This is an optimization exercise on Yosys and OpenROAD, whose aim is small area and a short achievable clock period, not a production implementation.
Function was checked by simulation only, so behaviour that the tests miss may differ from the original.
Power is estimated from default activity; no workload was simulated.

==> flow/run.sh <==
#!/bin/bash
# synth_recipe.tcl (not shown) runs the flow's synth.tcl, then flattens the netlist and writes it again
# the make line also repeats each setting of config.mk as NAME=value (left out here)
make -C /OpenROAD-flow-scripts/flow DESIGN_CONFIG=/design/flow/config.mk WORK_HOME=/design/flow/orfs CLKGATE_MAP_FILE= SYNTH_SCRIPT=/design/flow/synth_recipe.tcl finish
==> flow/constraint.sdc <==
create_clock -name core_clock -period 6.0 [get_ports {clk}]
set_input_delay 1.2000 -clock core_clock [delete_from_list [all_inputs] [get_ports {clk}]]
set_output_delay 1.2000 -clock core_clock [all_outputs]
set_load 0.01 [all_outputs]
==> flow/config.mk <==
export PLATFORM = sky130hd
export DESIGN_NAME = rvSliceTop
export DESIGN_NICKNAME = rvSliceTop
export VERILOG_FILES = /design/flow/design.v
export SDC_FILE = /design/flow/constraint.sdc
export NUM_CORES = 4
export LEC_CHECK = 0
export CAP_MARGIN = 20
export CORE_MARGIN = 2
export CORE_UTILIZATION = 45
export SETUP_SLACK_MARGIN = 3.0
export SLEW_MARGIN = 20
==> flow/design.v <==
package rvSlicePkg;
    typedef struct packed {
        logic [6:0]             funct7;
        logic [5-1:0] rs2;
        logic [5-1:0] rs1;
        logic [2:0]             funct3;
        logic [5-1:0] rd;
        logic [6:0]             opcode;
    } rTypeFieldsT;
    typedef struct packed {
        logic [11:0]            imm;
        logic [5-1:0] rs1;
        logic [2:0]             funct3;
        logic [5-1:0] rd;
        logic [6:0]             opcode;
    } iTypeFieldsT;
    typedef struct packed {
        logic [19:0]            imm;
        logic [5-1:0] rd;
        logic [6:0]             opcode;
    } uTypeFieldsT;
    typedef union packed {
        rTypeFieldsT      r;
        iTypeFieldsT      i;
        uTypeFieldsT      u;
        logic [32-1:0] raw;
    } instrWordU;
    typedef enum logic [3:0] {
        ALU_ADD,
        ALU_SUB,
        ALU_AND,
        ALU_OR,
        ALU_XOR,
        ALU_SLT,
        ALU_SLL,
        ALU_SRL,
        ALU_PASSB
    } aluOpT;
endpackage
`timescale 1ns/10ps
module rvDecode (
    input  logic             instrValid_i,
    input  logic [32-1:0] instr_i,
    output logic             writes_o,
    output logic             isLui_o,
    output logic             useImm_o,
    output logic             rs1En_o,
    output logic             rs2En_o,
    output logic             inv_o,      
    output logic [6:0]       sel_o       
);
    logic [2:0] f3;
    logic       isR;
    logic       isI;
    logic       supported;
    assign f3      = instr_i[14:12];
    assign isR     = instr_i[6:0] == 7'b0110011;
    assign isI     = instr_i[6:0] == 7'b0010011;
    assign isLui_o = instr_i[6:0] == 7'b0110111;
    always_comb begin
        supported = isLui_o;
        if (isR) supported = f3 != 3'b011 && !(f3 == 3'b101 && instr_i[30]);
        if (isI) supported = f3 == 3'b000 || f3 == 3'b010 || f3 == 3'b100
                          || f3 == 3'b110 || f3 == 3'b111;
    end
    assign writes_o = instrValid_i && supported && instr_i[11:7] != '0;
    assign useImm_o = !isR;
    assign rs1En_o  = !isLui_o;
    assign rs2En_o  = isR;
    assign sel_o[0] = isLui_o || f3 == 3'b000;
    assign sel_o[1] = !isLui_o && f3 == 3'b010;
    assign sel_o[2] = !isLui_o && f3 == 3'b100;
    assign sel_o[3] = !isLui_o && f3 == 3'b110;
    assign sel_o[4] = !isLui_o && f3 == 3'b111;
    assign sel_o[5] = isR && f3 == 3'b001;
    assign sel_o[6] = isR && f3 == 3'b101;
    assign inv_o    = !isLui_o && (f3 == 3'b010 || (isR && f3 == 3'b000 && instr_i[30]));
endmodule
`timescale 1ns/10ps
module rvExecute (
    input  logic [31:0] opA_i,
    input  logic [31:0] opB_i,
    input  logic        inv_i,
    input  logic [6:0]  sel_i,     
    input  logic [31:0] opSh_i,    
    input  logic [4:0]  sh_i,      
    output logic [31:0] result_o
);
    logic [32:0] sum;
    logic        lt;
    logic [31:0] shl;
    logic [31:0] shlRev;
    assign shl = opSh_i << sh_i;
    always_comb begin
        for (int i = 0; i < 32; i++) begin
            shlRev[i] = shl[31 - i];
        end
    end
    assign sum   = {opA_i, inv_i} + {opB_i, inv_i};
    assign lt    = (opA_i[31] == opB_i[31]) ? opA_i[31] : sum[32];
    assign result_o = ({32{sel_i[0]}} & sum[32:1])
                    | {31'b0, sel_i[1] & lt}
                    | ({32{sel_i[2]}} & (opA_i ^ opB_i))
                    | ({32{sel_i[3]}} & (opA_i | opB_i))
                    | ({32{sel_i[4]}} & (opA_i & opB_i))
                    | ({32{sel_i[5]}} & shl)
                    | ({32{sel_i[6]}} & shlRev);
endmodule
`timescale 1ns/10ps
module rvResult (
    input  logic        clk,
    input  logic        reset,
    input  logic        wbValid_i,
    input  logic [4:0]  wbRd_i,
    input  logic [31:0] wbData_i,
    output logic [31:1] regValidNext_o,
    input  logic [31:1] sel1_i,
    input  logic [31:1] sel2_i,
    input  logic        hit1_i,
    input  logic        hit2_i,
    output logic [31:0] rs1Data_o,
    output logic [31:0] rs2Data_o
);
    logic [31:1] we;
    logic [31:1] regValid;
    logic [31:0] regData [1:31];
    always_comb begin
        for (int i = 1; i < 32; i++) begin
            we[i] = wbValid_i && wbRd_i == i[4:0];
        end
    end
    assign regValidNext_o = reset ? '0 : (regValid | we);
    always_ff @(posedge clk) begin
        regValid <= regValidNext_o;
    end
    always_ff @(posedge clk) begin
        for (int i = 1; i < 32; i++) begin
            if (we[i]) begin
                regData[i] <= wbData_i;
            end
        end
    end
    always_comb begin
        rs1Data_o = {32{hit1_i}} & wbData_i;
        rs2Data_o = {32{hit2_i}} & wbData_i;
        for (int i = 1; i < 32; i++) begin
            rs1Data_o |= {32{sel1_i[i]}} & regData[i];
            rs2Data_o |= {32{sel2_i[i]}} & regData[i];
        end
    end
endmodule
`timescale 1ns/10ps
module rvSliceTop (
    input  logic                   clk,
    input  logic                   reset,
    input  logic                   instrValid_i,
    input  logic [32-1:0]       instr_i,
    output logic                   wbValid_o,
    output logic [5-1:0] wbRd_o,
    output logic [32-1:0]       wbData_o
);
    logic             dWrites;
    logic             dIsLui;
    logic             dUseImm;
    logic             dInv;
    logic [6:0]       dSel;
    logic             dRs1En;
    logic             dRs2En;
    logic [31:1]      regValidNext;
    logic             dHitA;
    logic             dHitB;
    logic             dFwdA;
    logic             dFwdB;
    logic             s1Valid;    
    logic [4:0]       s1Rd;
    logic             s1IsLui;
    logic             s1UseImm;
    logic             s1Inv;
    logic [6:0]       s1Sel;
    logic [31:12]     s1ImmBits;
    logic [31:1]      s1SelA;
    logic [31:1]      s1SelB;
    logic             s1HitA;
    logic             s1HitB;
    logic             s1FwdA;
    logic             s1FwdB;
    logic             s2Valid;
    logic [4:0]       s2Rd;
    logic [31:0]      s2OpA;
    logic [31:0]      s2OpB;      
    logic             s2Inv;
    logic [6:0]       s2Sel;
    logic [31:0]      s2OpSh;     
    logic [4:0]       s2Sh;       
    logic [31:0]      rdA;
    logic [31:0]      rdB;
    logic [31:0]      imm;
    logic [31:0]      srcA;
    logic [31:0]      srcB;
    logic [31:0]      srcARev;
    logic [31:0]      aluResult;
    rvDecode decode_i (
        .instrValid_i(instrValid_i), .instr_i(instr_i),
        .writes_o(dWrites), .isLui_o(dIsLui), .useImm_o(dUseImm),
        .rs1En_o(dRs1En), .rs2En_o(dRs2En),
        .inv_o(dInv), .sel_o(dSel)
    );
    assign dFwdA = s1Valid && s1Rd == instr_i[19:15] && dRs1En;
    assign dFwdB = s1Valid && s1Rd == instr_i[24:20] && dRs2En;
    assign dHitA = s2Valid && s2Rd == instr_i[19:15] && dRs1En;
    assign dHitB = s2Valid && s2Rd == instr_i[24:20] && dRs2En;
    always_ff @(posedge clk) begin
        if (reset) begin
            s1Valid <= 1'b0;
        end else begin
            s1Valid <= dWrites;
        end
        s1Rd      <= instr_i[11:7];
        s1IsLui   <= dIsLui;
        s1UseImm  <= dUseImm;
        s1Inv     <= dInv;
        s1Sel     <= dSel;
        s1ImmBits <= instr_i[31:12];
        s1HitA    <= dHitA;
        s1HitB    <= dHitB;
        s1FwdA    <= dFwdA;
        s1FwdB    <= dFwdB;
        for (int i = 1; i < 32; i++) begin
            s1SelA[i] <= dRs1En && !dHitA && regValidNext[i] && instr_i[19:15] == i[4:0];
            s1SelB[i] <= dRs2En && !dHitB && regValidNext[i] && instr_i[24:20] == i[4:0];
        end
    end
    rvResult regs_i (
        .clk(clk), .reset(reset),
        .wbValid_i(wbValid_o), .wbRd_i(wbRd_o), .wbData_i(wbData_o),
        .regValidNext_o(regValidNext),
        .sel1_i(s1SelA), .sel2_i(s1SelB), .hit1_i(s1HitA), .hit2_i(s1HitB),
        .rs1Data_o(rdA), .rs2Data_o(rdB)
    );
    assign imm = s1IsLui ? {s1ImmBits[31:12], 12'b0}
                         : {{20{s1ImmBits[31]}}, s1ImmBits[31:20]};
    assign srcA = s1FwdA ? aluResult : rdA;
    assign srcB = s1UseImm ? imm : (s1FwdB ? aluResult : rdB);
    always_comb begin
        for (int i = 0; i < 32; i++) begin
            srcARev[i] = srcA[31 - i];
        end
    end
    always_ff @(posedge clk) begin
        if (reset) begin
            s2Valid <= 1'b0;
        end else begin
            s2Valid <= s1Valid;
        end
        s2Rd  <= s1Rd;
        s2Inv <= s1Inv;
        s2Sel <= s1Sel;
        s2OpA  <= srcA;
        s2OpB  <= srcB ^ {32{s1Inv}};
        s2OpSh <= ({32{s1Sel[5]}} & srcA) | ({32{s1Sel[6]}} & srcARev);
        s2Sh   <= srcB[4:0] & {5{s1Sel[5] || s1Sel[6]}};
    end
    rvExecute execute_i (
        .opA_i(s2OpA), .opB_i(s2OpB), .inv_i(s2Inv), .sel_i(s2Sel),
        .opSh_i(s2OpSh), .sh_i(s2Sh),
        .result_o(aluResult)
    );
    always_ff @(posedge clk) begin
        if (reset) begin
            wbValid_o <= 1'b0;
        end else begin
            wbValid_o <= s2Valid;
        end
        wbRd_o   <= s2Rd;
        wbData_o <= aluResult;
    end
endmodule
==> results_dict.tcl, run 1 <==
set metrics [dict create \
    hold_path_class "flop to flop" \
    async_reset_ff_frac 0 \
    numCtsBuffers 134 \
    htree_num_levels 4 \
    drc 0 \
    nets 4442 \
    slew_headroom 0.06361 \
    wirelength_mm 285.0 \
    irDropWorstVdd_v 0.0003031 \
    overflow 0 \
    crit_fanout 21 \
    mostFrequentLayoutCells "edfxtp_1, a22oi_1, a22o_1, a221oi_1" \
    hold_viol 0 \
    arrival_ps 3960 \
    synth_cells 4187 \
    routed-via-count 48940 \
    fin_crit_sh 0.5507 \
    area_growth_pct 17.74 \
    drtAntennaViolNets 0 \
    die_y_um 353.6 \
    coreArea_um2 121600 \
    outcome "no timing/DRC/antenna violations" \
    finalSetupViolCount 0 \
    synth_ff_type "edfxtp_1" \
    startpoint_type "flop" \
    gp_congestion 1.040 \
    p_per_area_nw_per_um2 296.2 \
    end_kind "flop" \
    port_buffers 72 \
    avgRoutedWirePerCell_um 46.81 \
    drv_cap 0 \
    die_width_um 353.6 \
    insertion_delay_ps 800 \
    cts.sinks 1278 \
    register_area_um2 35690 \
    fin_crit_ps 3304 \
    drive_gt1_frac 0.1722 \
    drtPass1Iterations 12 \
    dp_slack_ps 1267 \
    fin_ws_ps 2696 \
    skew_ps 35.14 \
    final_common_cell "edfxtp_1" \
    antenna_found_initial 10 \
    ys_seq_elements 1278 \
    root_buffer "clkbuf_16" \
    avgViaCountPerCell 8.037 \
    multi_input_area_um2 18880 \
    cp.required_ps 6660 \
    critPathKind "flop to flop" \
    grt_pass1_vias 45063 \
    die-area_um2 125100 \
    cts_buffer_depth 3 \
    tightestPinTransition_ps 1405 \
    grt_use_total 0.4413 \
    netlist_area_um2 55010 \
    drv_slew 0 \
    drt_iter0_markers 11594 \
    rows 128 \
    grt_setup_unrepaired "true" \
    synth_warnings 5 \
    yosysSeqAreaShare 0.6456 \
    grt_max_degree 36 \
    syn-num-nets 4287 \
    cts_tree "built" \
    leakage_uw 0.02164 \
    worstRegToRegCells 7 \
    yosysUniqueCellTypes 77 \
    cts.reportedPaths.clkPinSlew_ps 60 \
    nFillCells 10164 \
    setup_tns_ps 0 \
    fmax_mhz 302.7 \
    hpwl_mm 168.0 \
    min_path_cells 0 \
    avgSynthCellArea_um2 13.14 \
    grt_first_pass_wirelength_mm 377.9 \
    synth-edff-count 992 \
    io_pins 73 \
    initial_core_util 0.4526 \
]
==> Yosys cell counts, drive strengths merged, types with 7 or more instances <==
library cell	n	area, um^2
a31oi	11	68.82
a221oi	225	1971
nand3	145	725.7
a22o	228	1997
a22oi	475	3566
mux2i	40	400.4
nand2	125	469.2
edfxtp	992	29790
inv	127	476.7
ha	64	800.8
a211o	7	61.31
o21ai	92	460.4
o21bai	12	90.09
mux2	17	191.4
xnor2	47	411.6
buf	58	267.8
or2	11	68.82
nor3b	21	157.7
dfxtp	286	5725
mux4	29	653.1
o211ai	25	187.7
o22ai	46	294.0
nor2	164	615.6
nand2b	18	112.6
a211oi	22	175.2
clkbuf	248	930.9
a21oi	186	930.9
a21o	16	120.1
xor2	20	175.2
a222oi	65	650.6
nor4	28	175.2
or3	8	50.05
o31ai	10	85.08
nor2b	17	106.4
nor3	41	205.2
nand4	126	788.3
o221ai	12	105.1
and3	53	331.6
==> sequential cells by signal (all words and copies together), names as in the netlist, 5 cells and up <==
name and cells:
wbRd_o 5, s2Rd 5, s2OpSh 32, s2Sh 5, s1Sel 7, s1SelA 31, regs_i.regValid 31, s2OpA 32
regs_i.regData 992, s1ImmBits 20, wbData_o 32, s1Rd 5, s2Sel 7, s1SelB 31, s2OpB 32
==> cells by family after synthesis <==
group	after synthesis	share of synthesized area
AO/OA/AOI/OAI	1476	0.2030
flip-flops	1278	0.6456
AND/OR/NAND/NOR	781	0.07269
buffers and inverters	434	0.03052
multiplexers	86	0.02263
XOR/XNOR	67	0.01067
adder cells (fa/ha/maj)	65	0.01492
==> report_power, final <==
group	internal, uW	total (uW)	switching, uW
logic	254	793	539
clock network	4920	8650	3730
registers	9660	9740	74.6
==> worst max-delay path, stage by stage, from the launching register on <==
cell	delay [ps]
dfxtp_2	1200
buf_4	500
a22oi_1	150
nand3_1	140
nor3_1	80
a21oi_2	530
a22oi_1	240
nor2_1	280
==> layout make-up <==
cell class / count / share of cell area
Sequential cell: 1278 / 0.5510
Multi-Input combinational cell: 2475 / 0.2915
Clock buffer: 174 / 0.05662
Timing Repair Buffer: 324 / 0.04824
Tap cell: 1625 / 0.03139
Clock inverter: 69 / 0.01294
Inverter: 128 / 0.007669
Antenna cell: 15 / 0.0005795
Timing Repair inverter: 1 / 0.00007727
==> final timing paths <==
| path | from | endpoint | slack [ps] |
|---|---|---|---|
| worst max-delay path | s1SelB[10] | s2Sh[0] | 2700 |
| worst min-delay path | s1Sel[4] | s2Sel[4] | 330 |
| worst max register to register | s1SelB[10] | s2Sh[0] | 2700 |
| worst min register to register | s1Sel[4] | s2Sel[4] | 330 |
==> stage by stage <==
step	std cells	area [um^2]	total power, uW	hold WS (ps)	utilization
global route	6075	64730	19510	331.8	0.5325
finish	6089	64770	19180	325.8	0.5328
floorplan	4187	55010	10240	309.6	-
CTS	6052	64100	19070	327.4	0.5273
global placement	5770	58350	10600	312.2	0.4801
detailed placement	5772	58410	10600	313.6	0.4806
==> per-layer routing <==
| layer | GRT usage | share of wire | up-vias | routed length (um) |
|---|---|---|---|---|
| met5 | 0.004151 | 0.0013 | - | 384 |
| met4 | 0.2991 | 0.095 | 16 | 27200 |
| met3 | 0.2341 | 0.19 | 1818 | 55200 |
| met2 | 0.6003 | 0.39 | 5988 | 110400 |
| met1 | 0.5370 | 0.32 | 23623 | 91870 |
| li1 | - | - | 17495 | - |
==> what timing repair did <==
item / CTS / global route
setup endpoints to repair: 189 / 97
pin swaps: 20 / 29
gates resized for setup: 215 / 115
hold endpoints to repair: 0 / 0
cloned: 5 / 0
hold buffers: 0 / 0
buffers inserted: 32 / 20
==> run 2, diff against run 1 <==
--- a/flow/config.mk
+++ b/flow/config.mk
@@ -8,5 +8,7 @@
 export CAP_MARGIN = 20
 export CORE_MARGIN = 2
 export CORE_UTILIZATION = 45
-export SETUP_SLACK_MARGIN = 3.0
+export CTS_CLUSTER_DIAMETER = 50
+export CTS_CLUSTER_SIZE = 25
+export SETUP_SLACK_MARGIN = 3.3
 export SLEW_MARGIN = 20
==> results_dict.tcl, run 2 <==
set metrics [dict create \
    fin_crit_sh 0.5176 \
    drv_cap 0 \
    gp_congestion 1.028 \
    drc 0 \
    synth_top_area_share 0.5415 \
    mostFrequentLayoutCells "edfxtp_1, a22oi_1, buf_4, a22o_1, a221oi_1" \
    drtPass1Iterations 15 \
    hold_viol 0 \
    initial_core_util 0.4526 \
    setup_tns_ps 0 \
    port_buffers 72 \
    outcome "no timing/DRC/antenna violations" \
    p_per_area_nw_per_um2 277.8 \
    numCtsBuffers 116 \
    die_y_um 353.6 \
    synth-edff-count 992 \
    antenna_found_initial 16 \
    die_width_um 353.6 \
    insertion_delay_ps 760 \
    fmax_mhz 322.0 \
    nets 4591 \
    root_buffer "clkbuf_16" \
    irDropWorstVdd_v 0.0002730 \
    slew_headroom 0.1284 \
    cts_buffer_depth 3 \
    cts_tree "built" \
    avgSynthCellArea_um2 13.14 \
    synthTopCellsByArea "edfxtp_1, dfxtp_1, a22oi_1" \
    cts.sinks 1278 \
    drive_gt1_frac 0.2531 \
    grt_first_pass_wirelength_mm 388.0 \
    drtAntennaViolNets 0 \
    cpMaxStageDelayCell "dfxtp_2" \
    rows 128 \
    netlist_area_um2 55010 \
    skew_ps 44.24 \
    pwr-share-comb 0.059 \
    yosysMostFrequentCell "edfxtp_1" \
    met2_usage 0.6197 \
    tightestPinTransition_ps 1307 \
    synth_ff_type "edfxtp_1" \
    largest_reg_flops 992 \
    yosysSeqAreaShare 0.6456 \
    wirelength_mm 294.2 \
    nFillCells 9774 \
    syn-num-nets 4287 \
    area_growth_pct 24.16 \
    hold_path_class "flop to flop" \
    multi_input_area_um2 20150 \
    io_pins 73 \
    crit_fanout 17 \
    end_kind "flop" \
    fin_ws_ps 2894 \
    switching_power_uw 4683 \
    critPathKind "flop to flop" \
    yosysUniqueCellTypes 77 \
    ys_seq_elements 1278 \
    drv_slew 0 \
    hpwl_mm 168.9 \
    grt_setup_unrepaired "true" \
    synth_cells 4187 \
    avgRoutedWirePerCell_um 47.18 \
    synthTopCellsByCount "edfxtp_1, a22oi_1, dfxtp_1" \
    busiest_layer "met2" \
    placed_cell_area_um2 58430 \
    design_area_um2 68300 \
    grt_pass1_vias 45510 \
    seq_power_share 0.513 \
    arrival_ps 3760 \
    dp_slack_ps 1744 \
    coreArea_um2 121600 \
    cp.required_ps 6650 \
    p_int_uw 14290 \
    grtUsageMet1 0.5466 \
    postLayoutCoreUtil 0.5619 \
    avgViaCountPerCell 8.026 \
    register_area_um2 35820 \
    final_common_cell "edfxtp_1" \
    cp_cell_sequence "buf_4 > a22oi_1 > nand4_1 > o22ai_2 > buf_6 > o22ai_1" \
    holdBufCountCts 0 \
    cts.reportedPaths.clkPinSlew_ps 80 \
    fin_crit_ps 3106 \
    power.share.clock 0.429 \
    finalSetupViolCount 0 \
    die-area_um2 125100 \
    async_reset_ff_frac 0 \
    met3_usage 0.2397 \
    grt_use_total 0.4541 \
    overflow 0 \
    grt_max_degree 37 \
    drt_iter0_markers 12336 \
    synth_warnings 5 \
    leakage_uw 0.02303 \
    max_stage_delay_ps 1090 \
    regMostFlops "regs_i.regData" \
    synth_top_area_cell "edfxtp_1" \
    routed-via-count 50059 \
    htree_num_levels 3 \
    switching_share 0.2468 \
    startpoint_type "flop" \
]
-- run 2: cell types whose count changed in the layout (fill, tap and decap cells not counted), sizes merged, moves of 12 or more --
cell,delta
dlygate4sd2,-12
clkdlybuf4s50,-12
buf,+158
clkbuf,-46
inv,+38
bufbuf,+23
-- run 2: logic make-up (layout without fill, tap and decap cells) --
group,count (synthesis),after routing,synth area share
buffers and inverters,434,842,0.03052
other,0,17,0
AND/OR/NAND/NOR,781,781,0.07269
AO/OA/AOI/OAI,1476,1476,0.2030
adder cells (fa/ha/maj),65,65,0.01492
XOR/XNOR,67,67,0.01067
flip-flops,1278,1278,0.6456
multiplexers,86,86,0.02263
-- run 2: path summary, 6_finish.rpt --
| check | from | to | slack, ps | depth (start not counted) |
|---|---|---|---|---|
| hold reg to reg | s1Sel[4] | s2Sel[4] | 340 | 0 |
| hold / removal | s1Sel[4] | s2Sel[4] | 340 | 0 |
| setup / recovery | s1SelA[7] | s2OpSh[7] | 2890 | 6 |
| setup reg to reg | s1SelA[7] | s2OpSh[7] | 2890 | 6 |
-- run 2: worst max-delay path: cells and delay by family, from the launching register on --
kind / cells / cell delay, ps
AOI/OAI and AO/OA: 3 / 450
buffers and inverters: 2 / 770
DFF: 1 / 1090
and+or+nand+nor: 1 / 660
-- run 2: stage by stage --
| stage | hold slack (ps) | std cells | total power, uW |
|---|---|---|---|
| floorplan | 309.6 | 4187 | 10240 |
| global placement | 314.6 | 5752 | 10600 |
| detailed placement | 312.1 | 5762 | 10610 |
| CTS | 331.6 | 6158 | 18800 |
| global route | 341.3 | 6225 | 19280 |
| finish | 338.9 | 6237 | 18970 |
-- run 2: power groups by stage --
| stage | combinational [uW] | clock [uW] | sequential [uW] |
|---|---|---|---|
| after floorplan | 236 | 0 | 10000 |
| after global placement | 680 | 0 | 9920 |
| after detailed placement | 684 | 0 | 9920 |
| after CTS | 1010 | 8070 | 9720 |
| after global routing | 1140 | 8400 | 9730 |
| final | 1110 | 8130 | 9730 |
-- run 2: final cells by class --
type	instances	area share
diodes	17	0.0006228
clock buffers	126	0.04411
clock inverters	96	0.01729
inverters	128	0.007163
multi-input cells	2475	0.2949
flip-flops and latches	1278	0.5244
well taps	1625	0.02977
repair buffers	491	0.08155
repair inverters	1	0.0001099
-- run 2: timing repair --
| action | in CTS | in global routing |
|---|---|---|
| buffers inserted | 143 | 59 |
| pin swaps | 120 | 92 |
| cloned | 31 | 3 |
| setup endpoints to repair | 449 | 196 |
| hold endpoints to repair | 0 | 0 |
| resized for setup | 670 | 171 |
-- run 2: routing by layer --
layer,vias up,part of all wire
met1,24048,0.32
li1,17839,-
met2,6171,0.39
met3,1989,0.19
met4,12,0.10
met5,-,0.0010
==> run 3, diff against run 2 <==
==> flow/flow/run.sh (new file) <==
#!/bin/bash
# The standard layout (standard.sh, which runs the standard flow's own ORFS flow and
# synthesis unchanged) with a leaner clock tree: sink clusters of up to 30
# flip-flops within 50 um, and no dummy loads added to balance the tree.
set -o pipefail
CTS_ARGS="-sink_clustering_enable -repair_clock_nets -sink_clustering_size 30 -sink_clustering_max_diameter 50 -dont_use_dummy_load"
export CTS_ARGS
echo "export CTS_ARGS = $CTS_ARGS" >> config.mk
bash standard.sh finish > standard.log 2>&1
status=$?
cp standard.sh standard_sh.txt 2>/dev/null
exit $status
==> flow/standard.sh (new file) <==
#!/bin/bash
# synth_recipe.tcl (not shown) runs the flow's synth.tcl, then flattens the netlist and writes it again
# the make line also repeats each setting of config.mk as NAME=value (left out here)
make -C /OpenROAD-flow-scripts/flow DESIGN_CONFIG=/design/flow/config.mk WORK_HOME=/design/flow/orfs CLKGATE_MAP_FILE= SYNTH_SCRIPT=/design/flow/synth_recipe.tcl "${@:-finish}"
--- a/flow/config.mk
+++ b/flow/config.mk
@@ -8,7 +8,6 @@
 export CAP_MARGIN = 20
 export CORE_MARGIN = 2
 export CORE_UTILIZATION = 45
-export CTS_CLUSTER_DIAMETER = 50
-export CTS_CLUSTER_SIZE = 25
-export SETUP_SLACK_MARGIN = 3.3
+export SETUP_SLACK_MARGIN = 3.0
 export SLEW_MARGIN = 20
+export CTS_ARGS = -sink_clustering_enable -repair_clock_nets -sink_clustering_size 30 -sink_clustering_max_diameter 50 -dont_use_dummy_load
removed: flow/run.sh
==> results_dict.tcl, run 3 <==
set metrics [dict create \
    cp.required_ps 6610 \
    largest_reg_flops 992 \
    io_pins 73 \
    power.share.clock 0.382 \
    p_total_uw 17020 \
    outcome "no timing/DRC/antenna violations" \
    cp_cell_sequence "buf_4 > a22oi_1 > nand3_1 > nor3_1 > a21oi_2 > a22oi_1 > nor2_1" \
    critPathKind "flop to flop" \
    min_path_cells 0 \
    drtPass1Iterations 13 \
    hold_path_class "flop to flop" \
    tightestPinTransition_ps 1381 \
    pwr-share-comb 0.046 \
    drive_gt1_frac 0.1588 \
    die_width_um 353.6 \
    switching_power_uw 3724 \
    whs_endpoint "s2Sel[0]" \
    area_growth_pct 14.89 \
    die-area_um2 125100 \
    startpoint_type "flop" \
    setup_tns_ps 0 \
    synth_ff_type "edfxtp_1" \
    port_buffers 72 \
    crit_fanout 21 \
    skew_ps 64.61 \
    cts.sinks 1278 \
    avgRoutedWirePerCell_um 47.36 \
    gp_congestion 1.040 \
    async_reset_ff_frac 0 \
    cpMaxStageDelayCell "dfxtp_2" \
    insertion_delay_ps 770 \
    grt_use_total 0.4383 \
    p_int_uw 13300 \
    synthTopCellsByArea "edfxtp_1, dfxtp_1, a22oi_1" \
    cts_buffer_depth 3 \
    netlist_area_um2 55010 \
    fin_crit_ps 3355 \
    rows 128 \
    end_kind "flop" \
    initial_core_util 0.4526 \
    synth-edff-count 992 \
    fin_crit_sh 0.5592 \
    synthTopCellsByCount "edfxtp_1, a22oi_1, dfxtp_1" \
    yosysSeqAreaShare 0.6456 \
    grt_first_pass_wirelength_mm 375.6 \
    cts_tree "built" \
    grt_setup_unrepaired "true" \
    hpwl_mm 168.0 \
    die_y_um 353.6 \
    synth_top_area_cell "edfxtp_1" \
    slew_headroom 0.07923 \
    switching_share 0.2188 \
    overflow 0 \
    final_common_cell "edfxtp_1" \
    regToRegStartpoint "s1SelB[10]" \
    numCtsBuffers 117 \
    routed-via-count 48599 \
    wirelength_mm 283.3 \
    syn-num-nets 4287 \
    yosysUniqueCellTypes 77 \
    worstHoldStart "s1Sel[0]" \
    drv_slew 0 \
    fmax_mhz 298.0 \
    yosysMostFrequentCell "edfxtp_1" \
    finalSetupViolCount 0 \
    nets 4447 \
    drtAntennaViolNets 0 \
    arrival_ps 3960 \
    worstRegToRegCells 7 \
    seq_power_share 0.572 \
    cts.reportedPaths.clkPinSlew_ps 60 \
    max_stage_delay_ps 1210 \
    p_per_area_nw_per_um2 269.3 \
    antenna_found_initial 14 \
    htree_num_levels 3 \
    leakage_uw 0.02104 \
    ys_seq_elements 1278 \
    mostFrequentLayoutCells "edfxtp_1, a22oi_1, a22o_1, buf_4, a221oi_1" \
    synth_top_area_share 0.5415 \
    grt_max_degree 36 \
    drc 0 \
    nFillCells 10245 \
    avgSynthCellArea_um2 13.14 \
    synth_cells 4187 \
    drv_cap 0 \
    hold_viol 0 \
    avgViaCountPerCell 8.123 \
    critPathMostFrequentCell "a22oi_1" \
    root_buffer "clkbuf_16" \
    coreArea_um2 121600 \
    holdBufCountCts 0 \
    r2r_slack_ps 2640 \
    reg2reg_to "s2Sh[0]" \
    irDropWorstVdd_v 0.0002540 \
    drt_iter0_markers 11474 \
    postLayoutCoreUtil 0.5200 \
    regMostFlops "regs_i.regData" \
    synth_warnings 5 \
    grt_pass1_vias 44592 \
]
[run 3: cell counts after synthesis]
Identical to the previous run, type by type.
[run 3: cell type report]
class | count | area (um^2) | area share
Antenna cell | 13 | 32.53 | 0.0005147
Clock buffer | 117 | 2928 | 0.04632
Inverter | 128 | 491.7 | 0.007780
Multi-Input combinational cell | 2475 | 18770 | 0.2970
Sequential cell | 1278 | 35680 | 0.5645
Tap cell | 1625 | 2033 | 0.03217
Timing Repair Buffer | 346 | 3266 | 0.05167
Timing Repair inverter | 1 | 5.005 | 0.00007918
[run 3: cells by family (layout without fill, tap and decap cells)]
kind of cell / count (synthesis) / count (layout) / synth area share
compound gates: 1476 / 1476 / 0.2030
flops: 1278 / 1278 / 0.6456
simple gates: 781 / 781 / 0.07269
buf+inv: 434 / 592 / 0.03052
mux: 86 / 86 / 0.02263
xor+xnor: 67 / 67 / 0.01067
fa+ha+maj: 65 / 65 / 0.01492
other cells: 0 / 13 / 0
[run 3: worst max-delay path, delay by kind of cell, from the launching register on]
| family | cells | cell delay, ps |
|---|---|---|
| flops | 1 | 1210 |
| simple gates | 3 | 490 |
| buf+inv | 1 | 490 |
| compound gates | 3 | 960 |
[run 3: worst max-delay path by stage]
stage / start / to / depth (start not counted)
2_1_floorplan: wbRd_o[0] / s1SelA[15] / 5
3_3_place_gp: s2Sh[1] / s2OpSh[1] / 9
3_5_place_dp: s2Sh[1] / s2Sh[1] / 9
4_1_cts: s2Sh[0] / s2OpB[6] / 10
5_1_grt: s2Sh[1] / s2OpSh[16] / 9
6_report: s1SelB[10] / s2Sh[0] / 7
[run 3: metal layers]
metal / global-route usage / part of all wire
met5: 0.01208 / 0.0017
met4: 0.3032 / 0.098
met3: 0.2325 / 0.19
met2: 0.5906 / 0.38
met1: 0.5351 / 0.32
[run 3: timing repair]
action / 4_1_cts / 5_1_grt
setup buffers: 33 / 43
pin swaps: 18 / 33
endpoints found under the setup margin: 200 / 156
cloned: 5 / 0
endpoints found under the hold margin: 0 / 0
resized for setup: 201 / 93
[run 3: power groups by stage]
stage	sequential (uW)	clock (uW)	combinational, uW
after floorplan	10000	0	236
after global routing	9740	6780	813
after detailed placement	9930	0	670
final	9740	6500	780
after CTS	9740	6440	734
after global placement	9930	0	668
[run 3: through the flow]
stage          area (um^2)  hold WS (ps)  instances  worst slack [ps]
2_1_floorplan        55010         309.6       4187              3253
3_3_place_gp         58350         312.2       5770             969.8
3_5_place_dp         58410         313.6       5772              1267
4_1_cts              62480         329.8       5927              2926
5_1_grt              63180         341.7       5973              2883
6_report             63210         325.4       5983              2645

==> port drivers added, routing unchanged <==
In the flow no input, the clock included, has a driving cell. The finished layouts below were timed again as built, in two steps.
Step 1 assumes that a clkbuf_16 drives the clock port and a buf_2 every other input.
Step 2 times the ports against the registers' clock, not the clock port: input delays grow and output delays shrink by t, the midpoint of the rising clock arrivals with the driver on.
a / b / c = no drivers / after step 1 / after step 2; a / b = the first two.
run | shift t [ns] | setup slack, ns | worst setup path at the end
run 1 | 0.865 | 2.696 / 2.696 / 2.307 | input to register
run 2 | 0.830 | 2.894 / 2.894 / 2.634 | input to register
run 3 | 0.811 | 2.645 / 2.645 / 2.412 | input to register
After both steps every run listed still meets setup and hold. For run 1, which loses most, drivers alone change the setup slack by 0.000 ns; drivers and shift together by -0.389 ns.
